This design comes from an exercise in tuning for small area on the open sky130 flow, not from production work. The RTL of this run was laid out without a check of its function. Power and IR drop assume default switching activity.

==> design/flow/design.v <==
package valu_op_pkg;
  typedef enum logic [2:0] {
    VOP_MUL    = 3'b000,
    VOP_MULA   = 3'b001,
    VOP_MULTAC = 3'b010,
    VOP_ADD    = 3'b011,
    VOP_SUB    = 3'b100,
    VOP_ADDAC  = 3'b101,
    VOP_MTAC   = 3'b110
  } vop_e;
  localparam logic [2:0] VOP_ILLEGAL_CODE = 3'b111;
endpackage
package valu_ctrl_pkg;
  typedef enum logic {
    MODE_FULL = 1'b0,
    MODE_HALF = 1'b1
  } elem_mode_e;
  typedef enum logic [1:0] {
    ADDEND_ZERO  = 2'd0,
    ADDEND_B     = 2'd1,
    ADDEND_ACCUM = 2'd2
  } addend_sel_e;
  typedef struct packed {
    elem_mode_e  mode;
    addend_sel_e addend_sel;
    logic        negate_b;
  } add_ctrl_t;
  typedef struct packed {
    elem_mode_e mode;
    logic       saturate;
    logic       save_to_accum;
  } round_ctrl_t;
endpackage
import valu_op_pkg::*;
module valu_decode (
  input  logic [2:0] in_op,
  output logic       is_mul,
  output logic       add_b,
  output logic       neg_b,
  output logic       use_acc,
  output logic       save
);
  assign is_mul  = (in_op == VOP_MUL) || (in_op == VOP_MULA) || (in_op == VOP_MULTAC);
  assign add_b   = (in_op == VOP_ADD) || (in_op == VOP_SUB);
  assign neg_b   = (in_op == VOP_SUB);
  assign use_acc = (in_op == VOP_MULA) || (in_op == VOP_ADDAC);
  assign save    = (in_op == VOP_MULTAC) || (in_op == VOP_MTAC);
endmodule
module valu_fa (
  input  logic x,
  input  logic y,
  input  logic z,
  output logic s,
  output logic c
);
  assign s = x ^ y ^ z;
  assign c = (x & y) | (x & z) | (y & z);
endmodule
module valu_add (
  input  logic [15:0] a,
  input  logic [15:0] b,
  input  logic        half,
  input  logic        frac,
  input  logic        is_mul,
  input  logic        add_b,
  input  logic        neg_b,
  output logic [17:0] q
);
  logic mul;
  assign mul = is_mul;
  wire n1 = b[7] & ~half;
  wire n2 = a[0] & ~half;
  wire n3 = a[1] & ~half;
  wire n4 = a[2] & ~half;
  wire n5 = a[3] & ~half;
  wire n6 = a[4] & ~half;
  wire n7 = a[5] & ~half;
  wire n8 = a[6] & ~half;
  wire n9 = a[7] & ~half;
  wire n10 = a[8] & ~half;
  wire n11 = a[9] & ~half;
  wire n12 = a[10] & ~half;
  wire n13 = a[11] & ~half;
  wire n14 = a[12] & ~half;
  wire n15 = a[13] & ~half;
  wire n16 = a[14] & ~half;
  wire n17 = a[15] & ~half;
  wire n18 = half ? a[7] : a[8];
  wire n19 = ~half;
  wire n20 = mul ? (b[0] ^ 1'b0) : 1'b1;
  wire n21 = mul & ((b[1] & ~b[0] & ~1'b0) | (~b[1] & b[0] & 1'b0));
  wire n22 = mul & b[1];
  wire n23 = n22 ^ half;
  wire n24 = n22 & ~half;
  wire n25 = ((a[0] & n20) | (1'b0 & n21)) ^ n22;
  wire n26 = ((a[1] & n20) | (a[0] & n21)) ^ n22;
  wire n27 = ((a[2] & n20) | (a[1] & n21)) ^ n22;
  wire n28 = ((a[3] & n20) | (a[2] & n21)) ^ n22;
  wire n29 = ((a[4] & n20) | (a[3] & n21)) ^ n22;
  wire n30 = ((a[5] & n20) | (a[4] & n21)) ^ n22;
  wire n31 = ((a[6] & n20) | (a[5] & n21)) ^ n22;
  wire n32 = ((a[7] & n20) | (a[6] & n21)) ^ n22;
  wire n33 = ((n18 & n20) | (a[7] & n21)) ^ n23;
  wire n34 = ((n11 & n20) | (n10 & n21)) ^ n24;
  wire n35 = ((n12 & n20) | (n11 & n21)) ^ n24;
  wire n36 = ((n13 & n20) | (n12 & n21)) ^ n24;
  wire n37 = ((n14 & n20) | (n13 & n21)) ^ n24;
  wire n38 = ((n15 & n20) | (n14 & n21)) ^ n24;
  wire n39 = ((n16 & n20) | (n15 & n21)) ^ n24;
  wire n40 = ((n17 & n20) | (n16 & n21)) ^ n24;
  wire n41 = ~(((n17 & n20) | (n17 & n21)) ^ n24);
  wire n42 = mul & (b[2] ^ b[1]);
  wire n43 = mul & ((b[3] & ~b[2] & ~b[1]) | (~b[3] & b[2] & b[1]));
  wire n44 = mul & b[3];
  wire n45 = n44 ^ half;
  wire n46 = n44 & ~half;
  wire n47 = ((a[0] & n42) | (1'b0 & n43)) ^ n44;
  wire n48 = ((a[1] & n42) | (a[0] & n43)) ^ n44;
  wire n49 = ((a[2] & n42) | (a[1] & n43)) ^ n44;
  wire n50 = ((a[3] & n42) | (a[2] & n43)) ^ n44;
  wire n51 = ((a[4] & n42) | (a[3] & n43)) ^ n44;
  wire n52 = ((a[5] & n42) | (a[4] & n43)) ^ n44;
  wire n53 = ((a[6] & n42) | (a[5] & n43)) ^ n44;
  wire n54 = ((a[7] & n42) | (a[6] & n43)) ^ n44;
  wire n55 = ((n18 & n42) | (a[7] & n43)) ^ n45;
  wire n56 = ((n11 & n42) | (n10 & n43)) ^ n46;
  wire n57 = ((n12 & n42) | (n11 & n43)) ^ n46;
  wire n58 = ((n13 & n42) | (n12 & n43)) ^ n46;
  wire n59 = ((n14 & n42) | (n13 & n43)) ^ n46;
  wire n60 = ((n15 & n42) | (n14 & n43)) ^ n46;
  wire n61 = ((n16 & n42) | (n15 & n43)) ^ n46;
  wire n62 = ((n17 & n42) | (n16 & n43)) ^ n46;
  wire n63 = ~(((n17 & n42) | (n17 & n43)) ^ n46);
  wire n64 = mul & (b[4] ^ b[3]);
  wire n65 = mul & ((b[5] & ~b[4] & ~b[3]) | (~b[5] & b[4] & b[3]));
  wire n66 = mul & b[5];
  wire n67 = n66 ^ half;
  wire n68 = n66 & ~half;
  wire n69 = ((a[0] & n64) | (1'b0 & n65)) ^ n66;
  wire n70 = ((a[1] & n64) | (a[0] & n65)) ^ n66;
  wire n71 = ((a[2] & n64) | (a[1] & n65)) ^ n66;
  wire n72 = ((a[3] & n64) | (a[2] & n65)) ^ n66;
  wire n73 = ((a[4] & n64) | (a[3] & n65)) ^ n66;
  wire n74 = ((a[5] & n64) | (a[4] & n65)) ^ n66;
  wire n75 = ((a[6] & n64) | (a[5] & n65)) ^ n66;
  wire n76 = ((a[7] & n64) | (a[6] & n65)) ^ n66;
  wire n77 = ((n18 & n64) | (a[7] & n65)) ^ n67;
  wire n78 = ((n11 & n64) | (n10 & n65)) ^ n68;
  wire n79 = ((n12 & n64) | (n11 & n65)) ^ n68;
  wire n80 = ((n13 & n64) | (n12 & n65)) ^ n68;
  wire n81 = ((n14 & n64) | (n13 & n65)) ^ n68;
  wire n82 = ((n15 & n64) | (n14 & n65)) ^ n68;
  wire n83 = ((n16 & n64) | (n15 & n65)) ^ n68;
  wire n84 = ((n17 & n64) | (n16 & n65)) ^ n68;
  wire n85 = ~(((n17 & n64) | (n17 & n65)) ^ n68);
  wire n86 = mul & (b[6] ^ b[5]);
  wire n87 = mul & ((b[7] & ~b[6] & ~b[5]) | (~b[7] & b[6] & b[5]));
  wire n88 = mul & b[7];
  wire n89 = n88 ^ half;
  wire n90 = n88 & ~half;
  wire n91 = ((a[0] & n86) | (1'b0 & n87)) ^ n88;
  wire n92 = ((a[1] & n86) | (a[0] & n87)) ^ n88;
  wire n93 = ((a[2] & n86) | (a[1] & n87)) ^ n88;
  wire n94 = ((a[3] & n86) | (a[2] & n87)) ^ n88;
  wire n95 = ((a[4] & n86) | (a[3] & n87)) ^ n88;
  wire n96 = ((a[5] & n86) | (a[4] & n87)) ^ n88;
  wire n97 = ((a[6] & n86) | (a[5] & n87)) ^ n88;
  wire n98 = ((a[7] & n86) | (a[6] & n87)) ^ n88;
  wire n99 = ((n18 & n86) | (a[7] & n87)) ^ n89;
  wire n100 = ((n11 & n86) | (n10 & n87)) ^ n90;
  wire n101 = ((n12 & n86) | (n11 & n87)) ^ n90;
  wire n102 = ((n13 & n86) | (n12 & n87)) ^ n90;
  wire n103 = ((n14 & n86) | (n13 & n87)) ^ n90;
  wire n104 = ((n15 & n86) | (n14 & n87)) ^ n90;
  wire n105 = ((n16 & n86) | (n15 & n87)) ^ n90;
  wire n106 = ((n17 & n86) | (n16 & n87)) ^ n90;
  wire n107 = ~(((n17 & n86) | (n17 & n87)) ^ n90);
  wire n108 = mul ? (b[8] ^ n1) : half;
  wire n109 = mul & ((b[9] & ~b[8] & ~n1) | (~b[9] & b[8] & n1));
  wire n110 = mul & b[9];
  wire n111 = n110 & ~half;
  wire n112 = n110 & half;
  wire n113 = ((n2 & n108) | (1'b0 & n109)) ^ n111;
  wire n114 = ((n3 & n108) | (n2 & n109)) ^ n111;
  wire n115 = ((n4 & n108) | (n3 & n109)) ^ n111;
  wire n116 = ((n5 & n108) | (n4 & n109)) ^ n111;
  wire n117 = ((n6 & n108) | (n5 & n109)) ^ n111;
  wire n118 = ((n7 & n108) | (n6 & n109)) ^ n111;
  wire n119 = ((n8 & n108) | (n7 & n109)) ^ n111;
  wire n120 = ((n9 & n108) | (n8 & n109)) ^ n111;
  wire n121 = ((a[8] & n108) | (n9 & n109)) ^ n110;
  wire n122 = ((a[9] & n108) | (a[8] & n109)) ^ n110;
  wire n123 = ((a[10] & n108) | (a[9] & n109)) ^ n110;
  wire n124 = ((a[11] & n108) | (a[10] & n109)) ^ n110;
  wire n125 = ((a[12] & n108) | (a[11] & n109)) ^ n110;
  wire n126 = ((a[13] & n108) | (a[12] & n109)) ^ n110;
  wire n127 = ((a[14] & n108) | (a[13] & n109)) ^ n110;
  wire n128 = ((a[15] & n108) | (a[14] & n109)) ^ n110;
  wire n129 = ~(((a[15] & n108) | (a[15] & n109)) ^ n110);
  wire n130 = mul & (b[10] ^ b[9]);
  wire n131 = mul & ((b[11] & ~b[10] & ~b[9]) | (~b[11] & b[10] & b[9]));
  wire n132 = mul & b[11];
  wire n133 = n132 & ~half;
  wire n134 = n132 & half;
  wire n135 = ((n2 & n130) | (1'b0 & n131)) ^ n133;
  wire n136 = ((n3 & n130) | (n2 & n131)) ^ n133;
  wire n137 = ((n4 & n130) | (n3 & n131)) ^ n133;
  wire n138 = ((n5 & n130) | (n4 & n131)) ^ n133;
  wire n139 = ((n6 & n130) | (n5 & n131)) ^ n133;
  wire n140 = ((n7 & n130) | (n6 & n131)) ^ n133;
  wire n141 = ((n8 & n130) | (n7 & n131)) ^ n133;
  wire n142 = ((n9 & n130) | (n8 & n131)) ^ n133;
  wire n143 = ((a[8] & n130) | (n9 & n131)) ^ n132;
  wire n144 = ((a[9] & n130) | (a[8] & n131)) ^ n132;
  wire n145 = ((a[10] & n130) | (a[9] & n131)) ^ n132;
  wire n146 = ((a[11] & n130) | (a[10] & n131)) ^ n132;
  wire n147 = ((a[12] & n130) | (a[11] & n131)) ^ n132;
  wire n148 = ((a[13] & n130) | (a[12] & n131)) ^ n132;
  wire n149 = ((a[14] & n130) | (a[13] & n131)) ^ n132;
  wire n150 = ((a[15] & n130) | (a[14] & n131)) ^ n132;
  wire n151 = ~(((a[15] & n130) | (a[15] & n131)) ^ n132);
  wire n152 = mul & (b[12] ^ b[11]);
  wire n153 = mul & ((b[13] & ~b[12] & ~b[11]) | (~b[13] & b[12] & b[11]));
  wire n154 = mul & b[13];
  wire n155 = n154 & ~half;
  wire n156 = n154 & half;
  wire n157 = ((n2 & n152) | (1'b0 & n153)) ^ n155;
  wire n158 = ((n3 & n152) | (n2 & n153)) ^ n155;
  wire n159 = ((n4 & n152) | (n3 & n153)) ^ n155;
  wire n160 = ((n5 & n152) | (n4 & n153)) ^ n155;
  wire n161 = ((n6 & n152) | (n5 & n153)) ^ n155;
  wire n162 = ((n7 & n152) | (n6 & n153)) ^ n155;
  wire n163 = ((n8 & n152) | (n7 & n153)) ^ n155;
  wire n164 = ((n9 & n152) | (n8 & n153)) ^ n155;
  wire n165 = ((a[8] & n152) | (n9 & n153)) ^ n154;
  wire n166 = ((a[9] & n152) | (a[8] & n153)) ^ n154;
  wire n167 = ((a[10] & n152) | (a[9] & n153)) ^ n154;
  wire n168 = ((a[11] & n152) | (a[10] & n153)) ^ n154;
  wire n169 = ((a[12] & n152) | (a[11] & n153)) ^ n154;
  wire n170 = ((a[13] & n152) | (a[12] & n153)) ^ n154;
  wire n171 = ((a[14] & n152) | (a[13] & n153)) ^ n154;
  wire n172 = ((a[15] & n152) | (a[14] & n153)) ^ n154;
  wire n173 = ~(((a[15] & n152) | (a[15] & n153)) ^ n154);
  wire n174 = mul & (b[14] ^ b[13]);
  wire n175 = mul & ((b[15] & ~b[14] & ~b[13]) | (~b[15] & b[14] & b[13]));
  wire n176 = mul & b[15];
  wire n177 = n176 & ~half;
  wire n178 = n176 & half;
  wire n179 = ((n2 & n174) | (1'b0 & n175)) ^ n177;
  wire n180 = ((n3 & n174) | (n2 & n175)) ^ n177;
  wire n181 = ((n4 & n174) | (n3 & n175)) ^ n177;
  wire n182 = ((n5 & n174) | (n4 & n175)) ^ n177;
  wire n183 = ((n6 & n174) | (n5 & n175)) ^ n177;
  wire n184 = ((n7 & n174) | (n6 & n175)) ^ n177;
  wire n185 = ((n8 & n174) | (n7 & n175)) ^ n177;
  wire n186 = ((n9 & n174) | (n8 & n175)) ^ n177;
  wire n187 = ((a[8] & n174) | (n9 & n175)) ^ n176;
  wire n188 = ((a[9] & n174) | (a[8] & n175)) ^ n176;
  wire n189 = ((a[10] & n174) | (a[9] & n175)) ^ n176;
  wire n190 = ((a[11] & n174) | (a[10] & n175)) ^ n176;
  wire n191 = ((a[12] & n174) | (a[11] & n175)) ^ n176;
  wire n192 = ((a[13] & n174) | (a[12] & n175)) ^ n176;
  wire n193 = ((a[14] & n174) | (a[13] & n175)) ^ n176;
  wire n194 = ((a[15] & n174) | (a[14] & n175)) ^ n176;
  wire n195 = ~(((a[15] & n174) | (a[15] & n175)) ^ n176);
  wire n196 = add_b & (b[0] ^ neg_b);
  wire n197 = add_b & (b[1] ^ neg_b);
  wire n198 = add_b & (b[2] ^ neg_b);
  wire n199 = add_b & (b[3] ^ neg_b);
  wire n200 = add_b & (b[4] ^ neg_b);
  wire n201 = add_b & (b[5] ^ neg_b);
  wire n202 = add_b & (b[6] ^ neg_b);
  wire n203 = add_b & (b[7] ^ neg_b);
  wire n204 = add_b & ((half ? b[7] : b[8]) ^ neg_b);
  wire n205 = add_b & (b[9] ^ neg_b);
  wire n206 = add_b & (b[10] ^ neg_b);
  wire n207 = add_b & (b[11] ^ neg_b);
  wire n208 = add_b & (b[12] ^ neg_b);
  wire n209 = add_b & (b[13] ^ neg_b);
  wire n210 = add_b & (b[14] ^ neg_b);
  wire n211 = add_b & (b[15] ^ neg_b);
  wire n212 = add_b & ((half ? b[8] : b[15]) ^ neg_b);
  wire n213 = add_b & (b[9] ^ neg_b);
  wire n214 = add_b & (b[10] ^ neg_b);
  wire n215 = add_b & (b[11] ^ neg_b);
  wire n216 = add_b & (b[12] ^ neg_b);
  wire n217 = add_b & (b[13] ^ neg_b);
  wire n218 = add_b & (b[14] ^ neg_b);
  wire n219 = add_b & (b[15] ^ neg_b);
  wire n220 = add_b & (b[15] ^ neg_b);
  wire n221 = neg_b & half;
  wire n222, n223;
  valu_fa fa_n222 (.x(neg_b), .y(n22), .z(n196), .s(n222), .c(n223));
  wire n224, n225;
  valu_fa fa_n224 (.x(n197), .y(n26), .z(n223), .s(n224), .c(n225));
  wire n226, n227;
  valu_fa fa_n226 (.x(n44), .y(n198), .z(n27), .s(n226), .c(n227));
  wire n228, n229;
  valu_fa fa_n228 (.x(n47), .y(n226), .z(n225), .s(n228), .c(n229));
  wire n230, n231;
  valu_fa fa_n230 (.x(n199), .y(n28), .z(n48), .s(n230), .c(n231));
  wire n232, n233;
  valu_fa fa_n232 (.x(n227), .y(n230), .z(n229), .s(n232), .c(n233));
  wire n234, n235;
  valu_fa fa_n234 (.x(n66), .y(n200), .z(n29), .s(n234), .c(n235));
  wire n236, n237;
  valu_fa fa_n236 (.x(n49), .y(n69), .z(n231), .s(n236), .c(n237));
  wire n238, n239;
  valu_fa fa_n238 (.x(n234), .y(n236), .z(n233), .s(n238), .c(n239));
  wire n240, n241;
  valu_fa fa_n240 (.x(n201), .y(n30), .z(n50), .s(n240), .c(n241));
  wire n242, n243;
  valu_fa fa_n242 (.x(n70), .y(n235), .z(n240), .s(n242), .c(n243));
  wire n244, n245;
  valu_fa fa_n244 (.x(n237), .y(n242), .z(n239), .s(n244), .c(n245));
  wire n246, n247;
  valu_fa fa_n246 (.x(n88), .y(n202), .z(n31), .s(n246), .c(n247));
  wire n248, n249;
  valu_fa fa_n248 (.x(n51), .y(n71), .z(n91), .s(n248), .c(n249));
  wire n250, n251;
  valu_fa fa_n250 (.x(n241), .y(n246), .z(n248), .s(n250), .c(n251));
  wire n252, n253;
  valu_fa fa_n252 (.x(n243), .y(n250), .z(n245), .s(n252), .c(n253));
  wire n254, n255;
  valu_fa fa_n254 (.x(n203), .y(n32), .z(n52), .s(n254), .c(n255));
  wire n256, n257;
  valu_fa fa_n256 (.x(n72), .y(n92), .z(n247), .s(n256), .c(n257));
  wire n258, n259;
  valu_fa fa_n258 (.x(n249), .y(n254), .z(n251), .s(n258), .c(n259));
  wire n260, n261;
  valu_fa fa_n260 (.x(n256), .y(n258), .z(n253), .s(n260), .c(n261));
  wire n262, n263;
  valu_fa fa_n262 (.x(half), .y(n111), .z(n204), .s(n262), .c(n263));
  wire n264, n265;
  valu_fa fa_n264 (.x(n53), .y(n73), .z(n93), .s(n264), .c(n265));
  wire n266, n267;
  valu_fa fa_n266 (.x(n33), .y(n113), .z(n262), .s(n266), .c(n267));
  wire n268, n269;
  valu_fa fa_n268 (.x(n255), .y(n264), .z(n266), .s(n268), .c(n269));
  wire n270, n271;
  valu_fa fa_n270 (.x(n257), .y(n268), .z(n259), .s(n270), .c(n271));
  wire n272, n273;
  valu_fa fa_n272 (.x(half), .y(n205), .z(n54), .s(n272), .c(n273));
  wire n274, n275;
  valu_fa fa_n274 (.x(n74), .y(n94), .z(n34), .s(n274), .c(n275));
  wire n276, n277;
  valu_fa fa_n276 (.x(n114), .y(n263), .z(n265), .s(n276), .c(n277));
  wire n278, n279;
  valu_fa fa_n278 (.x(n272), .y(n274), .z(n267), .s(n278), .c(n279));
  wire n280, n281;
  valu_fa fa_n280 (.x(n276), .y(n269), .z(n278), .s(n280), .c(n281));
  wire n282, n283;
  valu_fa fa_n282 (.x(n133), .y(n206), .z(n75), .s(n282), .c(n283));
  wire n284, n285;
  valu_fa fa_n284 (.x(n95), .y(n35), .z(n55), .s(n284), .c(n285));
  wire n286, n287;
  valu_fa fa_n286 (.x(n115), .y(n135), .z(n273), .s(n286), .c(n287));
  wire n288, n289;
  valu_fa fa_n288 (.x(n275), .y(n282), .z(n284), .s(n288), .c(n289));
  wire n290, n291;
  valu_fa fa_n290 (.x(n277), .y(n286), .z(n279), .s(n290), .c(n291));
  wire n292, n293;
  valu_fa fa_n292 (.x(n288), .y(n290), .z(n281), .s(n292), .c(n293));
  wire n294, n295;
  valu_fa fa_n294 (.x(half), .y(n207), .z(n76), .s(n294), .c(n295));
  wire n296, n297;
  valu_fa fa_n296 (.x(n96), .y(n36), .z(n56), .s(n296), .c(n297));
  wire n298, n299;
  valu_fa fa_n298 (.x(n116), .y(n136), .z(n283), .s(n298), .c(n299));
  wire n300, n301;
  valu_fa fa_n300 (.x(n285), .y(n294), .z(n296), .s(n300), .c(n301));
  wire n302, n303;
  valu_fa fa_n302 (.x(n287), .y(n298), .z(n289), .s(n302), .c(n303));
  wire n304, n305;
  valu_fa fa_n304 (.x(n300), .y(n291), .z(n302), .s(n304), .c(n305));
  wire n306, n307;
  valu_fa fa_n306 (.x(n155), .y(n208), .z(n97), .s(n306), .c(n307));
  wire n308, n309;
  valu_fa fa_n308 (.x(n37), .y(n57), .z(n77), .s(n308), .c(n309));
  wire n310, n311;
  valu_fa fa_n310 (.x(n117), .y(n137), .z(n157), .s(n310), .c(n311));
  wire n312, n313;
  valu_fa fa_n312 (.x(n295), .y(n297), .z(n306), .s(n312), .c(n313));
  wire n314, n315;
  valu_fa fa_n314 (.x(n308), .y(n310), .z(n299), .s(n314), .c(n315));
  wire n316, n317;
  valu_fa fa_n316 (.x(n301), .y(n312), .z(n314), .s(n316), .c(n317));
  wire n318, n319;
  valu_fa fa_n318 (.x(n303), .y(n316), .z(n305), .s(n318), .c(n319));
  wire n320, n321;
  valu_fa fa_n320 (.x(half), .y(n209), .z(n98), .s(n320), .c(n321));
  wire n322, n323;
  valu_fa fa_n322 (.x(n38), .y(n58), .z(n78), .s(n322), .c(n323));
  wire n324, n325;
  valu_fa fa_n324 (.x(n118), .y(n138), .z(n158), .s(n324), .c(n325));
  wire n326, n327;
  valu_fa fa_n326 (.x(n307), .y(n309), .z(n311), .s(n326), .c(n327));
  wire n328, n329;
  valu_fa fa_n328 (.x(n320), .y(n322), .z(n324), .s(n328), .c(n329));
  wire n330, n331;
  valu_fa fa_n330 (.x(n313), .y(n326), .z(n328), .s(n330), .c(n331));
  wire n332, n333;
  valu_fa fa_n332 (.x(n315), .y(n330), .z(n317), .s(n332), .c(n333));
  wire n334, n335;
  valu_fa fa_n334 (.x(n177), .y(n210), .z(n39), .s(n334), .c(n335));
  wire n336, n337;
  valu_fa fa_n336 (.x(n59), .y(n79), .z(n99), .s(n336), .c(n337));
  wire n338, n339;
  valu_fa fa_n338 (.x(n119), .y(n139), .z(n159), .s(n338), .c(n339));
  wire n340, n341;
  valu_fa fa_n340 (.x(n179), .y(n321), .z(n323), .s(n340), .c(n341));
  wire n342, n343;
  valu_fa fa_n342 (.x(n325), .y(n334), .z(n336), .s(n342), .c(n343));
  wire n344, n345;
  valu_fa fa_n344 (.x(n338), .y(n327), .z(n329), .s(n344), .c(n345));
  wire n346, n347;
  valu_fa fa_n346 (.x(n340), .y(n342), .z(n331), .s(n346), .c(n347));
  wire n348, n349;
  valu_fa fa_n348 (.x(n344), .y(n346), .z(n333), .s(n348), .c(n349));
  wire n350, n351;
  valu_fa fa_n350 (.x(half), .y(n211), .z(n40), .s(n350), .c(n351));
  wire n352 = n351 & ~half;
  wire n353, n354;
  valu_fa fa_n353 (.x(n60), .y(n80), .z(n100), .s(n353), .c(n354));
  wire n355 = n354 & ~half;
  wire n356, n357;
  valu_fa fa_n356 (.x(n120), .y(n140), .z(n160), .s(n356), .c(n357));
  wire n358 = n357 & ~half;
  wire n359, n360;
  valu_fa fa_n359 (.x(n180), .y(n335), .z(n337), .s(n359), .c(n360));
  wire n361 = n360 & ~half;
  wire n362, n363;
  valu_fa fa_n362 (.x(n339), .y(n350), .z(n353), .s(n362), .c(n363));
  wire n364 = n363 & ~half;
  wire n365, n366;
  valu_fa fa_n365 (.x(n356), .y(n341), .z(n343), .s(n365), .c(n366));
  wire n367 = n366 & ~half;
  wire n368, n369;
  valu_fa fa_n368 (.x(n359), .y(n362), .z(n345), .s(n368), .c(n369));
  wire n370 = n369 & ~half;
  wire n371, n372;
  valu_fa fa_n371 (.x(n365), .y(n347), .z(n368), .s(n371), .c(n372));
  wire n373 = n372 & ~half;
  wire n374 = ~(n221 ^ n112);
  wire n375 = n221 | n112;
  wire n376, n377;
  valu_fa fa_n376 (.x(n212), .y(n41), .z(n61), .s(n376), .c(n377));
  wire n378, n379;
  valu_fa fa_n378 (.x(n81), .y(n101), .z(n121), .s(n378), .c(n379));
  wire n380, n381;
  valu_fa fa_n380 (.x(n141), .y(n161), .z(n181), .s(n380), .c(n381));
  wire n382, n383;
  valu_fa fa_n382 (.x(n374), .y(n376), .z(n378), .s(n382), .c(n383));
  wire n384, n385;
  valu_fa fa_n384 (.x(n380), .y(n352), .z(n355), .s(n384), .c(n385));
  wire n386, n387;
  valu_fa fa_n386 (.x(n358), .y(n382), .z(n361), .s(n386), .c(n387));
  wire n388, n389;
  valu_fa fa_n388 (.x(n364), .y(n384), .z(n386), .s(n388), .c(n389));
  wire n390, n391;
  valu_fa fa_n390 (.x(n367), .y(n370), .z(n388), .s(n390), .c(n391));
  wire n392 = ~(n213 ^ n122);
  wire n393 = n213 | n122;
  wire n394, n395;
  valu_fa fa_n394 (.x(n375), .y(n62), .z(n82), .s(n394), .c(n395));
  wire n396, n397;
  valu_fa fa_n396 (.x(n102), .y(n142), .z(n162), .s(n396), .c(n397));
  wire n398, n399;
  valu_fa fa_n398 (.x(n182), .y(n377), .z(n379), .s(n398), .c(n399));
  wire n400, n401;
  valu_fa fa_n400 (.x(n381), .y(n392), .z(n394), .s(n400), .c(n401));
  wire n402, n403;
  valu_fa fa_n402 (.x(n396), .y(n383), .z(n398), .s(n402), .c(n403));
  wire n404, n405;
  valu_fa fa_n404 (.x(n400), .y(n385), .z(n402), .s(n404), .c(n405));
  wire n406, n407;
  valu_fa fa_n406 (.x(n387), .y(n404), .z(n389), .s(n406), .c(n407));
  wire n408, n409;
  valu_fa fa_n408 (.x(n134), .y(n214), .z(n123), .s(n408), .c(n409));
  wire n410, n411;
  valu_fa fa_n410 (.x(n63), .y(n83), .z(n103), .s(n410), .c(n411));
  wire n412, n413;
  valu_fa fa_n412 (.x(n143), .y(n163), .z(n183), .s(n412), .c(n413));
  wire n414, n415;
  valu_fa fa_n414 (.x(n393), .y(n395), .z(n397), .s(n414), .c(n415));
  wire n416, n417;
  valu_fa fa_n416 (.x(n408), .y(n410), .z(n412), .s(n416), .c(n417));
  wire n418, n419;
  valu_fa fa_n418 (.x(n399), .y(n401), .z(n414), .s(n418), .c(n419));
  wire n420, n421;
  valu_fa fa_n420 (.x(n416), .y(n403), .z(n418), .s(n420), .c(n421));
  wire n422, n423;
  valu_fa fa_n422 (.x(n405), .y(n420), .z(n407), .s(n422), .c(n423));
  wire n424 = ~(n215 ^ n124);
  wire n425 = n215 | n124;
  wire n426, n427;
  valu_fa fa_n426 (.x(n144), .y(n84), .z(n104), .s(n426), .c(n427));
  wire n428, n429;
  valu_fa fa_n428 (.x(n164), .y(n184), .z(n409), .s(n428), .c(n429));
  wire n430, n431;
  valu_fa fa_n430 (.x(n411), .y(n413), .z(n424), .s(n430), .c(n431));
  wire n432, n433;
  valu_fa fa_n432 (.x(n426), .y(n415), .z(n428), .s(n432), .c(n433));
  wire n434, n435;
  valu_fa fa_n434 (.x(n417), .y(n430), .z(n419), .s(n434), .c(n435));
  wire n436, n437;
  valu_fa fa_n436 (.x(n432), .y(n421), .z(n434), .s(n436), .c(n437));
  wire n438, n439;
  valu_fa fa_n438 (.x(n156), .y(n216), .z(n125), .s(n438), .c(n439));
  wire n440, n441;
  valu_fa fa_n440 (.x(n145), .y(n85), .z(n105), .s(n440), .c(n441));
  wire n442, n443;
  valu_fa fa_n442 (.x(n165), .y(n185), .z(n425), .s(n442), .c(n443));
  wire n444, n445;
  valu_fa fa_n444 (.x(n427), .y(n438), .z(n440), .s(n444), .c(n445));
  wire n446, n447;
  valu_fa fa_n446 (.x(n429), .y(n431), .z(n442), .s(n446), .c(n447));
  wire n448, n449;
  valu_fa fa_n448 (.x(n444), .y(n433), .z(n446), .s(n448), .c(n449));
  wire n450, n451;
  valu_fa fa_n450 (.x(n435), .y(n448), .z(n437), .s(n450), .c(n451));
  wire n452 = ~(n217 ^ n126);
  wire n453 = n217 | n126;
  wire n454, n455;
  valu_fa fa_n454 (.x(n146), .y(n166), .z(n106), .s(n454), .c(n455));
  wire n456, n457;
  valu_fa fa_n456 (.x(n186), .y(n439), .z(n441), .s(n456), .c(n457));
  wire n458, n459;
  valu_fa fa_n458 (.x(n452), .y(n454), .z(n443), .s(n458), .c(n459));
  wire n460, n461;
  valu_fa fa_n460 (.x(n445), .y(n456), .z(n447), .s(n460), .c(n461));
  wire n462, n463;
  valu_fa fa_n462 (.x(n458), .y(n460), .z(n449), .s(n462), .c(n463));
  wire n464, n465;
  valu_fa fa_n464 (.x(n178), .y(n218), .z(n127), .s(n464), .c(n465));
  wire n466, n467;
  valu_fa fa_n466 (.x(n147), .y(n167), .z(n107), .s(n466), .c(n467));
  wire n468, n469;
  valu_fa fa_n468 (.x(n187), .y(n453), .z(n455), .s(n468), .c(n469));
  wire n470, n471;
  valu_fa fa_n470 (.x(n464), .y(n466), .z(n457), .s(n470), .c(n471));
  wire n472, n473;
  valu_fa fa_n472 (.x(n468), .y(n459), .z(n470), .s(n472), .c(n473));
  wire n474, n475;
  valu_fa fa_n474 (.x(n461), .y(n472), .z(n463), .s(n474), .c(n475));
  wire n476 = ~(n219 ^ n128);
  wire n477 = n219 | n128;
  wire n478, n479;
  valu_fa fa_n478 (.x(n148), .y(n168), .z(n188), .s(n478), .c(n479));
  wire n480, n481;
  valu_fa fa_n480 (.x(n465), .y(n467), .z(n476), .s(n480), .c(n481));
  wire n482, n483;
  valu_fa fa_n482 (.x(n478), .y(n469), .z(n480), .s(n482), .c(n483));
  wire n484, n485;
  valu_fa fa_n484 (.x(n471), .y(n482), .z(n473), .s(n484), .c(n485));
  wire n486, n487;
  valu_fa fa_n486 (.x(n220), .y(n129), .z(n149), .s(n486), .c(n487));
  wire n488, n489;
  valu_fa fa_n488 (.x(n169), .y(n189), .z(n477), .s(n488), .c(n489));
  wire n490, n491;
  valu_fa fa_n490 (.x(n479), .y(n486), .z(n481), .s(n490), .c(n491));
  wire n492, n493;
  valu_fa fa_n492 (.x(n488), .y(n483), .z(n490), .s(n492), .c(n493));
  wire n494 = ~(n150 ^ n170);
  wire n495 = n150 | n170;
  wire n496, n497;
  valu_fa fa_n496 (.x(n190), .y(n487), .z(n494), .s(n496), .c(n497));
  wire n498, n499;
  valu_fa fa_n498 (.x(n489), .y(n496), .z(n491), .s(n498), .c(n499));
  wire n500, n501;
  valu_fa fa_n500 (.x(n151), .y(n171), .z(n191), .s(n500), .c(n501));
  wire n502, n503;
  valu_fa fa_n502 (.x(n495), .y(n500), .z(n497), .s(n502), .c(n503));
  wire n504 = ~(n172 ^ n192);
  wire n505 = n172 | n192;
  wire n506, n507;
  valu_fa fa_n506 (.x(n501), .y(n504), .z(n503), .s(n506), .c(n507));
  wire n508, n509;
  valu_fa fa_n508 (.x(n173), .y(n193), .z(n505), .s(n508), .c(n509));
  wire n510 = ~(n194 ^ n509);
  wire n511 = n194 | n509;
  wire n512 = n25 ^ n222;
  wire n513 = n25 & n222;
  wire n514 = n224 ^ n513;
  wire n515 = n224 & n513;
  wire n516 = n228 ^ n515;
  wire n517 = n228 & n515;
  wire n518 = n232 ^ n517;
  wire n519 = n232 & n517;
  wire n520 = n238 ^ n519;
  wire n521 = n238 & n519;
  wire n522 = n244 ^ n521;
  wire n523 = n244 & n521;
  wire n524 = n252 ^ n523;
  wire n525 = n252 & n523;
  wire n526 = n260 ^ n525;
  wire n527 = n260 & n525;
  wire n528, n529;
  valu_fa fa_n528 (.x(n261), .y(n270), .z(n527), .s(n528), .c(n529));
  wire n530 = n271 & n280;
  wire n531 = n271 ^ n280;
  wire n532 = n292 & 1'b0;
  wire n533 = n292 ^ 1'b0;
  wire n534 = n293 & n304;
  wire n535 = n293 ^ n304;
  wire n536 = n318 & 1'b0;
  wire n537 = n318 ^ 1'b0;
  wire n538 = n319 & n332;
  wire n539 = n319 ^ n332;
  wire n540 = n348 & 1'b0;
  wire n541 = n348 ^ 1'b0;
  wire n542 = n349 & n371;
  wire n543 = n349 ^ n371;
  wire n544 = n542 & ~half;
  wire n545 = n543 & ~half;
  wire n546 = n373 & n390;
  wire n547 = n373 ^ n390;
  wire n548 = n391 & n406;
  wire n549 = n391 ^ n406;
  wire n550 = n422 & 1'b0;
  wire n551 = n422 ^ 1'b0;
  wire n552 = n423 & n436;
  wire n553 = n423 ^ n436;
  wire n554 = n450 & 1'b0;
  wire n555 = n450 ^ 1'b0;
  wire n556 = n451 & n462;
  wire n557 = n451 ^ n462;
  wire n558 = n474 & 1'b0;
  wire n559 = n474 ^ 1'b0;
  wire n560 = n475 & n484;
  wire n561 = n475 ^ n484;
  wire n562 = n485 & n492;
  wire n563 = n485 ^ n492;
  wire n564 = n493 & n498;
  wire n565 = n493 ^ n498;
  wire n566 = n499 & n502;
  wire n567 = n499 ^ n502;
  wire n568 = n506 & 1'b0;
  wire n569 = n506 ^ 1'b0;
  wire n570 = n507 & n508;
  wire n571 = n507 ^ n508;
  wire n572 = n510 & 1'b0;
  wire n573 = n510 ^ 1'b0;
  wire n574 = n195 & n511;
  wire n575 = n195 ^ n511;
  wire n576 = 1'b1 & 1'b0;
  wire n577 = 1'b1 ^ 1'b0;
  wire n578 = n530 | (n531 & n529);
  wire n579 = n532 | (n533 & n578);
  wire n580 = n533 & n531;
  wire n581 = n536 | (n537 & n534);
  wire n582 = n537 & n535;
  wire n583 = n540 | (n541 & n538);
  wire n584 = n541 & n539;
  wire n585 = n546 | (n547 & n544);
  wire n586 = n547 & n545;
  wire n587 = n550 | (n551 & n548);
  wire n588 = n551 & n549;
  wire n589 = n554 | (n555 & n552);
  wire n590 = n555 & n553;
  wire n591 = n558 | (n559 & n556);
  wire n592 = n559 & n557;
  wire n593 = n562 | (n563 & n560);
  wire n594 = n563 & n561;
  wire n595 = n566 | (n567 & n564);
  wire n596 = n567 & n565;
  wire n597 = n570 | (n571 & n568);
  wire n598 = n571 & n569;
  wire n599 = n574 | (n575 & n572);
  wire n600 = n575 & n573;
  wire n601 = n534 | (n535 & n579);
  wire n602 = n535 & n580;
  wire n603 = n581 | (n582 & n579);
  wire n604 = n582 & n580;
  wire n605 = n544 | (n545 & n583);
  wire n606 = n545 & n584;
  wire n607 = n585 | (n586 & n583);
  wire n608 = n586 & n584;
  wire n609 = n552 | (n553 & n587);
  wire n610 = n553 & n588;
  wire n611 = n589 | (n590 & n587);
  wire n612 = n590 & n588;
  wire n613 = n560 | (n561 & n591);
  wire n614 = n561 & n592;
  wire n615 = n593 | (n594 & n591);
  wire n616 = n594 & n592;
  wire n617 = n568 | (n569 & n595);
  wire n618 = n569 & n596;
  wire n619 = n597 | (n598 & n595);
  wire n620 = n598 & n596;
  wire n621 = n576 | (n577 & n599);
  wire n622 = n577 & n600;
  wire n623 = n538 | (n539 & n603);
  wire n624 = n539 & n604;
  wire n625 = n583 | (n584 & n603);
  wire n626 = n584 & n604;
  wire n627 = n605 | (n606 & n603);
  wire n628 = n606 & n604;
  wire n629 = n607 | (n608 & n603);
  wire n630 = n608 & n604;
  wire n631 = n556 | (n557 & n611);
  wire n632 = n557 & n612;
  wire n633 = n591 | (n592 & n611);
  wire n634 = n592 & n612;
  wire n635 = n613 | (n614 & n611);
  wire n636 = n614 & n612;
  wire n637 = n615 | (n616 & n611);
  wire n638 = n616 & n612;
  wire n639 = n572 | (n573 & n619);
  wire n640 = n573 & n620;
  wire n641 = n599 | (n600 & n619);
  wire n642 = n600 & n620;
  wire n643 = n621 | (n622 & n619);
  wire n644 = n622 & n620;
  wire n645 = n548 | (n549 & n629);
  wire n646 = n549 & n630;
  wire n647 = n587 | (n588 & n629);
  wire n648 = n588 & n630;
  wire n649 = n609 | (n610 & n629);
  wire n650 = n610 & n630;
  wire n651 = n611 | (n612 & n629);
  wire n652 = n612 & n630;
  wire n653 = n631 | (n632 & n629);
  wire n654 = n632 & n630;
  wire n655 = n633 | (n634 & n629);
  wire n656 = n634 & n630;
  wire n657 = n635 | (n636 & n629);
  wire n658 = n636 & n630;
  wire n659 = n637 | (n638 & n629);
  wire n660 = n638 & n630;
  wire n661 = n564 | (n565 & n659);
  wire n662 = n565 & n660;
  wire n663 = n595 | (n596 & n659);
  wire n664 = n596 & n660;
  wire n665 = n617 | (n618 & n659);
  wire n666 = n618 & n660;
  wire n667 = n619 | (n620 & n659);
  wire n668 = n620 & n660;
  wire n669 = n639 | (n640 & n659);
  wire n670 = n640 & n660;
  wire n671 = n641 | (n642 & n659);
  wire n672 = n642 & n660;
  wire n673 = n643 | (n644 & n659);
  wire n674 = n644 & n660;
  wire n675 = n531 ^ n529;
  wire n676 = n533 ^ n578;
  wire n677 = n535 ^ n579;
  wire n678 = n537 ^ n601;
  wire n679 = n539 ^ n603;
  wire n680 = n541 ^ n623;
  wire n681 = n543 ^ n625;
  wire n682 = n547 ^ n627;
  wire n683 = n549 ^ n629;
  wire n684 = n551 ^ n645;
  wire n685 = n553 ^ n647;
  wire n686 = n555 ^ n649;
  wire n687 = n557 ^ n651;
  wire n688 = n559 ^ n653;
  wire n689 = n561 ^ n655;
  wire n690 = n563 ^ n657;
  wire n691 = n565 ^ n659;
  wire n692 = n567 ^ n661;
  wire n693 = n569 ^ n663;
  wire n694 = n571 ^ n665;
  wire n695 = n573 ^ n667;
  wire n696 = n575 ^ n669;
  wire n697 = n577 ^ n671;
  logic [31:0] p;
  assign p = {n697, n696, n695, n694, n693, n692, n691, n690, n689, n688, n687, n686, n685, n684, n683, n682, n681, n680, n679, n678, n677, n676, n675, n528, n526, n524, n522, n520, n518, n516, n514, n512};
  logic shift;
  assign shift = is_mul && frac;
  always_comb begin
    for (int k = 0; k < 8; k++) begin
      if (shift) q[k] = half ? p[7+k] : p[15+k];
      else       q[k] = p[k];
      if (shift)     q[9+k] = p[23+k];
      else if (half) q[9+k] = p[16+k];
      else           q[9+k] = p[8+k];
    end
    if (!half)      q[8] = 1'b1;
    else if (shift) q[8] = p[15];
    else            q[8] = p[8];
    if (is_mul)     q[17] = p[31];
    else if (half)  q[17] = p[24];
    else            q[17] = p[16];
  end
endmodule
module valu_round (
  input  logic [17:0] q,
  input  logic [15:0] acc,
  input  logic        use_acc,
  input  logic        half,
  input  logic        frac,
  output logic [15:0] r
);
  logic [17:0] d;
  logic [17:0] s;
  logic [18:0] c;
  logic        sat_hi, sat_lo;
  assign d = {acc[15], acc[15:8], half & acc[7], acc[7:0]} & {18{use_acc}};
  assign c[0] = 1'b0;
  assign s[0] = q[0] ^ d[0];
  assign c[1] = q[0] & d[0];
  for (genvar i = 1; i < 18; i++) begin : g_bit
    if (i == 8) begin : g_top
      assign s[i] = q[i] ^ d[i] ^ c[i];
    end else begin : g_fa
      valu_fa valu_fa_i (.x(q[i]), .y(d[i]), .z(c[i]), .s(s[i]), .c(c[i+1]));
    end
  end
  logic [7:0] gg, pp;
  logic [3:0] g2, p2;
  logic [1:0] g4;
  assign gg = q[7:0] & d[7:0];
  assign pp = q[7:0] | d[7:0];
  for (genvar k = 0; k < 4; k++) begin : g_la2
    assign g2[k] = gg[2*k+1] | (pp[2*k+1] & gg[2*k]);
    assign p2[k] = pp[2*k+1] & pp[2*k];
  end
  assign g4[0] = g2[1] | (p2[1] & g2[0]);
  assign g4[1] = g2[3] | (p2[3] & g2[2]);
  assign c[9]  = ~half & (g4[1] | (p2[3] & p2[2] & g4[0]));
  assign sat_hi = frac && (s[17] != s[16]);
  assign sat_lo = frac && (s[8] != s[7]);
  always_comb begin
    r[15:8] = sat_hi ? {s[17], {7{~s[17]}}} : s[16:9];
    if (half) r[7:0] = sat_lo ? {s[8], {7{~s[8]}}} : s[7:0];
    else      r[7:0] = sat_hi ? {8{~s[17]}} : s[7:0];
  end
endmodule
import valu_op_pkg::*;
module valu_top (
  input  logic                   clk,
  input  logic                   reset,
  input  logic                   in_valid,
  input  valu_op_pkg::vop_e      in_op,
  input  logic                   in_frac,
  input  logic                   in_half,
  input  logic [(4 * 16)-1:0] in_a,
  input  logic [(4 * 16)-1:0] in_b,
  output logic                   result_valid,
  output logic [(4 * 16)-1:0] result
);
  logic [63:0]     a0, b0;
  logic            frac0, half0;
  logic            is_mul, add_b, neg_b, use_acc, save;
  logic            mul0, add_b0, neg_b0, use_acc0, save0;
  logic [4*18-1:0] q_next, q1;
  logic [63:0]     r_next, r2;
  logic [63:0]     acc;
  logic            v0, v1, v2;
  logic            frac1, half1, acc1, save1;
  valu_decode valu_decode_i (.in_op, .is_mul, .add_b, .neg_b, .use_acc, .save);
  for (genvar l = 0; l < 4; l++) begin : g_lane
    valu_add valu_add_i (
      .a(a0[16*l +: 16]), .b(b0[16*l +: 16]), .half(half0), .frac(frac0),
      .is_mul(mul0), .add_b(add_b0), .neg_b(neg_b0), .q(q_next[18*l +: 18])
    );
    valu_round valu_round_i (
      .q(q1[18*l +: 18]), .acc(acc[16*l +: 16]), .use_acc(acc1), .half(half1), .frac(frac1),
      .r(r_next[16*l +: 16])
    );
  end
  always_ff @(posedge clk or posedge reset) begin
    if (reset) begin
      v0           <= 1'b0;
      v1           <= 1'b0;
      v2           <= 1'b0;
      result_valid <= 1'b0;
      acc          <= '0;
    end else begin
      v0           <= in_valid;
      v1           <= v0;
      v2           <= v1;
      result_valid <= v2;
      if (v1 && save1) acc <= r_next;
    end
  end
  always_ff @(posedge clk) begin
    a0     <= in_a;
    b0     <= in_b;
    mul0     <= is_mul;
    add_b0   <= add_b;
    neg_b0   <= neg_b;
    use_acc0 <= use_acc;
    save0    <= save;
    frac0  <= in_frac;
    half0  <= in_half;
    q1     <= q_next;
    frac1  <= frac0;
    half1  <= half0;
    acc1   <= use_acc0;
    save1  <= save0;
    r2     <= r_next;
    result <= r2;
  end
endmodule
==> design/flow/run.sh <==
#!/bin/bash
# synth_recipe.tcl (not shown) runs the flow's synth.tcl, then flattens the netlist and writes it again
# the make line also repeats each setting of config.mk as NAME=value (left out here)
make -C /OpenROAD-flow-scripts/flow DESIGN_CONFIG=/design/flow/config.mk WORK_HOME=/design/flow/orfs CLKGATE_MAP_FILE= SYNTH_SCRIPT=/design/flow/synth_recipe.tcl finish
==> design/flow/config.mk <==
export PLATFORM = sky130hd
export DESIGN_NAME = valu_top
export DESIGN_NICKNAME = valu_top
export VERILOG_FILES = /design/flow/design.v
export SDC_FILE = /design/flow/constraint.sdc
export NUM_CORES = 4
export LEC_CHECK = 0
export ABC_AREA = 1
export CAP_MARGIN = 20
export CORE_MARGIN = 2
export CORE_UTILIZATION = 40
export SLEW_MARGIN = 20
export SYNTH_HIERARCHICAL = 1
==> design/flow/constraint.sdc <==
create_clock -name core_clock -period 7.0 [get_ports {clk}]
set_input_delay 1.4000 -clock core_clock [delete_from_list [all_inputs] [get_ports {clk}]]
set_output_delay 1.4000 -clock core_clock [all_outputs]
set_load 0.01 [all_outputs]
==> flow_summary.toml <==
[setup_path]
reg2reg_slack_ns = 0.30
cp_data_required_time_ns = 7.58
reg2reg_to = "q1[57]$_DFF_P_"
critPathBufInv = 5
crit_family = "adder cells"
worst_path_max_delay_cell = "fa_1"
worst-setup-path-type = "reg -> reg"
cp_slowest_stage_delay_ns = 0.48
r2r_cells = 26
critical_path.endpoint_type = "register"
cp.arrival_ns = 7.28
r2r-start = "mul0$_DFF_P_"
cp-start-kind = "register"
cp_max_fo = 10
crit_top_cell = "fa_1"

[placed_design]
dp_cells = 6494
gp_congestion = 0.9572
place_hpwl_mm = 102.4
port-buffer-count = 200

[floorplanning]
die_h_um = 333.4
die_area_mm2 = 0.1112
initial_core_util_pct = 40.43
ios = 201
std_cell_rows = 120
die_x_um = 333.4
fp.coreArea_mm2 = 0.1074

[yosys]
synth_cells = 4964
netlist-cell-type-count = 42
synth-main-ff-cell = "dfxtp_1"
yosysWarnings = 9
synth-seq-area-share_pct = 19.56
syn_area_per_cell_um2 = 8.743
synthesis.area_mm2 = 0.04340
ys_seq_elements = 407
synth-async-reset-ratio_pct = 16.71
syn-num-nets = 5860
synth_enable_flop_cells = 0

[global_route]
overflow = 0
first_global_vias = 34730
antenna_found_initial = 5
grt_pass1_wl_mm = 202.8
grt_max_degree = 69
grt_usage_pct = 23.16

[timing]
maxSlewViolCount = 0
finalCritPeriodShare_pct = 95.72
fin_worst_skew_ns = 0.04875
worstMarginPinSlew_ns = 0.9569
hold_viol = 0
rsz0062_at_grt = "false"
slew_headroom_pct = 36.21
fmax_ghz = 0.1493
setup_viol_count_final = 0
setup_tns_ns = 0
min_period_ns = 6.700

[layout]
final_common_cell = "nand2_1"
post_layout_nonfiller_instances = 6591
area_growth_pct = 12.19
drive_above_1_share_pct = 10.56
layout_common_cells = "nand2_1 (929), fa_1 (606), xor2_1 (528)"
nNetsFinal = 6044
n_antenna_cell = 0

[drt]
firstDrtPassIters = 6
drc_errors = 0
drtAntennaViolNets = 0
via_per_inst = 5.325
totalWireLength_mm = 129.6
drt_iter0_drc = 3359
wl_per_cell_um = 19.67
num_vias = 35100

[status]
status = "complete, no violations"

[min_path]
hp-start = "r2[6]$_DFF_P_"
holdPathStages = 0
min_path_type = "reg -> reg"
holdPathEnd = "result[6]$_DFF_P_"

[flow_run]
maxCapViolations = 0

[cts]
cts_buffers = 48
ctsHoldBuffers = 0
clk_pin_slew_ns = 0.07
insertion_delay_ns = 0.66
clock_path_buffers = 3
numClockSinks = 407
cts_tree = "built"
htreeDepth = 2
cts-root-buf = "clkbuf_16"

[pwr]
cellPowerDensity_mw_per_mm2 = 435.6
peakVddDrop_v = 0.0002220
leakage_uw = 0.02457
==> Yosys cell counts (16+ instances only) <==
| cell type | number | area (µm²) |
|---|---|---|
| o21ai_2 | 20 | 175.2 |
| fa_1 | 620 | 12410 |
| nand3_2 | 31 | 310.3 |
| nor2_2 | 24 | 150.1 |
| buf_6 | 56 | 630.6 |
| nand4_2 | 16 | 200.2 |
| buf_1 | 20 | 75.07 |
| o22ai_1 | 428 | 2678 |
| nor2_1 | 255 | 957.2 |
| dfrtp_1 | 68 | 1702 |
| nand2_1 | 930 | 3491 |
| inv_2 | 108 | 405.4 |
| a31oi_1 | 16 | 100.1 |
| o21ai_0 | 176 | 880.8 |
| dfxtp_1 | 339 | 6787 |
| xor2_1 | 528 | 4624 |
| xnor2_1 | 28 | 245.2 |
| ha_1 | 140 | 1752 |
| inv_1 | 505 | 1896 |
| clkbuf_1 | 40 | 150.1 |
| o22ai_2 | 36 | 450.4 |
| nand2_2 | 41 | 256.5 |
| a21oi_1 | 149 | 745.7 |
| buf_2 | 52 | 260.3 |
| nand3b_1 | 16 | 120.1 |
| nand3_1 | 214 | 1071 |
==> Yosys stat by module (local to each module, per instance) <==
module / flops+latches / cells inside
valu_decode: 0 / 11
valu_add: 0 / 782
valu_top: 407 / 621
valu_fa: 0 / 1
valu_round: 0 / 151
==> area by class of cell <==
cell class                 instances  area [µm²]
fill                           10310       58660
multi-input combinational       3732       31220
sequential                       407        8506
timing repair buffer             326        3050
inverter                         633        2397
tap                             1403        1755
clock buffer                      57        1285
clock inverter                    33       474.2
==> routing by layer <==
metal | share of wire [%] | global-route usage [%] | vias to the layer above | wire length [µm]
li1 | - | - | 16400 | -
met1 | 45 | 33.31 | 17060 | 58500
met2 | 44 | 35.30 | 1434 | 56560
met3 | 8.0 | 4.204 | 201 | 10380
met4 | 3.2 | 7.124 | 2 | 4178
met5 | 0.010 | 0 | - | 13
==> cells by family (layout without fill, tap and decap cells) <==
| logic type | count (synthesis) | after routing | synth area share [%] |
|---|---|---|---|
| simple gates | 1555 | 1555 | 15.67 |
| compound gates | 861 | 861 | 12.18 |
| buf+inv | 825 | 1049 | 8.738 |
| fa+ha+maj | 760 | 760 | 32.63 |
| xor+xnor | 556 | 556 | 11.22 |
| flops | 407 | 407 | 19.56 |
==> through the flow <==
stage	setup slack (ns)	power [µW]	hold WS [ns]	instance area [µm²]	utilization [%]
final	0.2999	21210	0.3235	48690	45.36
after global routing	0.00009415	23440	0.3220	48690	45.36
after CTS	0.02406	21220	0.3196	48500	45.17
after detailed placement	0.04126	18320	0.3121	46740	43.54
after global placement	0.1255	18120	0.3115	46740	43.54
after floorplan	0.1810	14110	0.3096	43400	-
==> registers in the layout, indices dropped and copies added, names as in the netlist, 64 cells and up <==
signal	flops
a0	64
acc	64
b0	64
q1	72
r2	64
result	64
==> worst max path at each step <==
stage	cells after the start	startpoint	slack, ns	end
after floorplan	27	mul0$_DFF_P_	0.18	q1[11]$_DFF_P_
after global placement	27	mul0$_DFF_P_	0.13	q1[47]$_DFF_P_
after detailed placement	28	mul0$_DFF_P_	0.04	q1[30]$_DFF_P_
after CTS	28	mul0$_DFF_P_	0.02	q1[30]$_DFF_P_
after global routing	26	mul0$_DFF_P_	0.00009	q1[57]$_DFF_P_
final	26	mul0$_DFF_P_	0.30	q1[57]$_DFF_P_
==> repair_timing <==
item                                    in CTS  in global routing
endpoints found under the setup margin       0                 38
resized for setup                            0                 30
buffers inserted                             0                  7
==> report_power, final <==
| part | leakage, µW | internal, µW | switching [µW] | total [µW] |
|---|---|---|---|---|
| clock | 0.000854 | 1640 | 1120 | 2760 |
| combinational | 0.0200 | 5890 | 8790 | 14700 |
| sequential | 0.00370 | 3230 | 546 | 3780 |
| total | 0.0246 | 10800 | 10500 | 21200 |

==> static timing again, ports no longer ideal <==
Ports are ideal in the flow. The routed layout listed here was re-timed in OpenROAD.
Step 1 sets driving cells, clkbuf_16 on the clock port and buf_2 on the other inputs (assumed; they add their load-dependent delay and slew).
Step 2 times the ports against the registers' clock, not the clock port: input delays grow and output delays shrink by t, the midpoint of the rising clock arrivals with the driver on.
a / b / c = ideal ports / drivers / drivers and shift; a / b = the first two.
shift t [ns]: 0.698
setup WS [ns]: 0.300 / 0.300 / 0.300
clock arrival spread, ns: 0.049 / 0.048
After both steps setup and hold are still met in this run. The setup slack of this run moves by 0.000 ns with the drivers and by 0.000 ns with both steps.
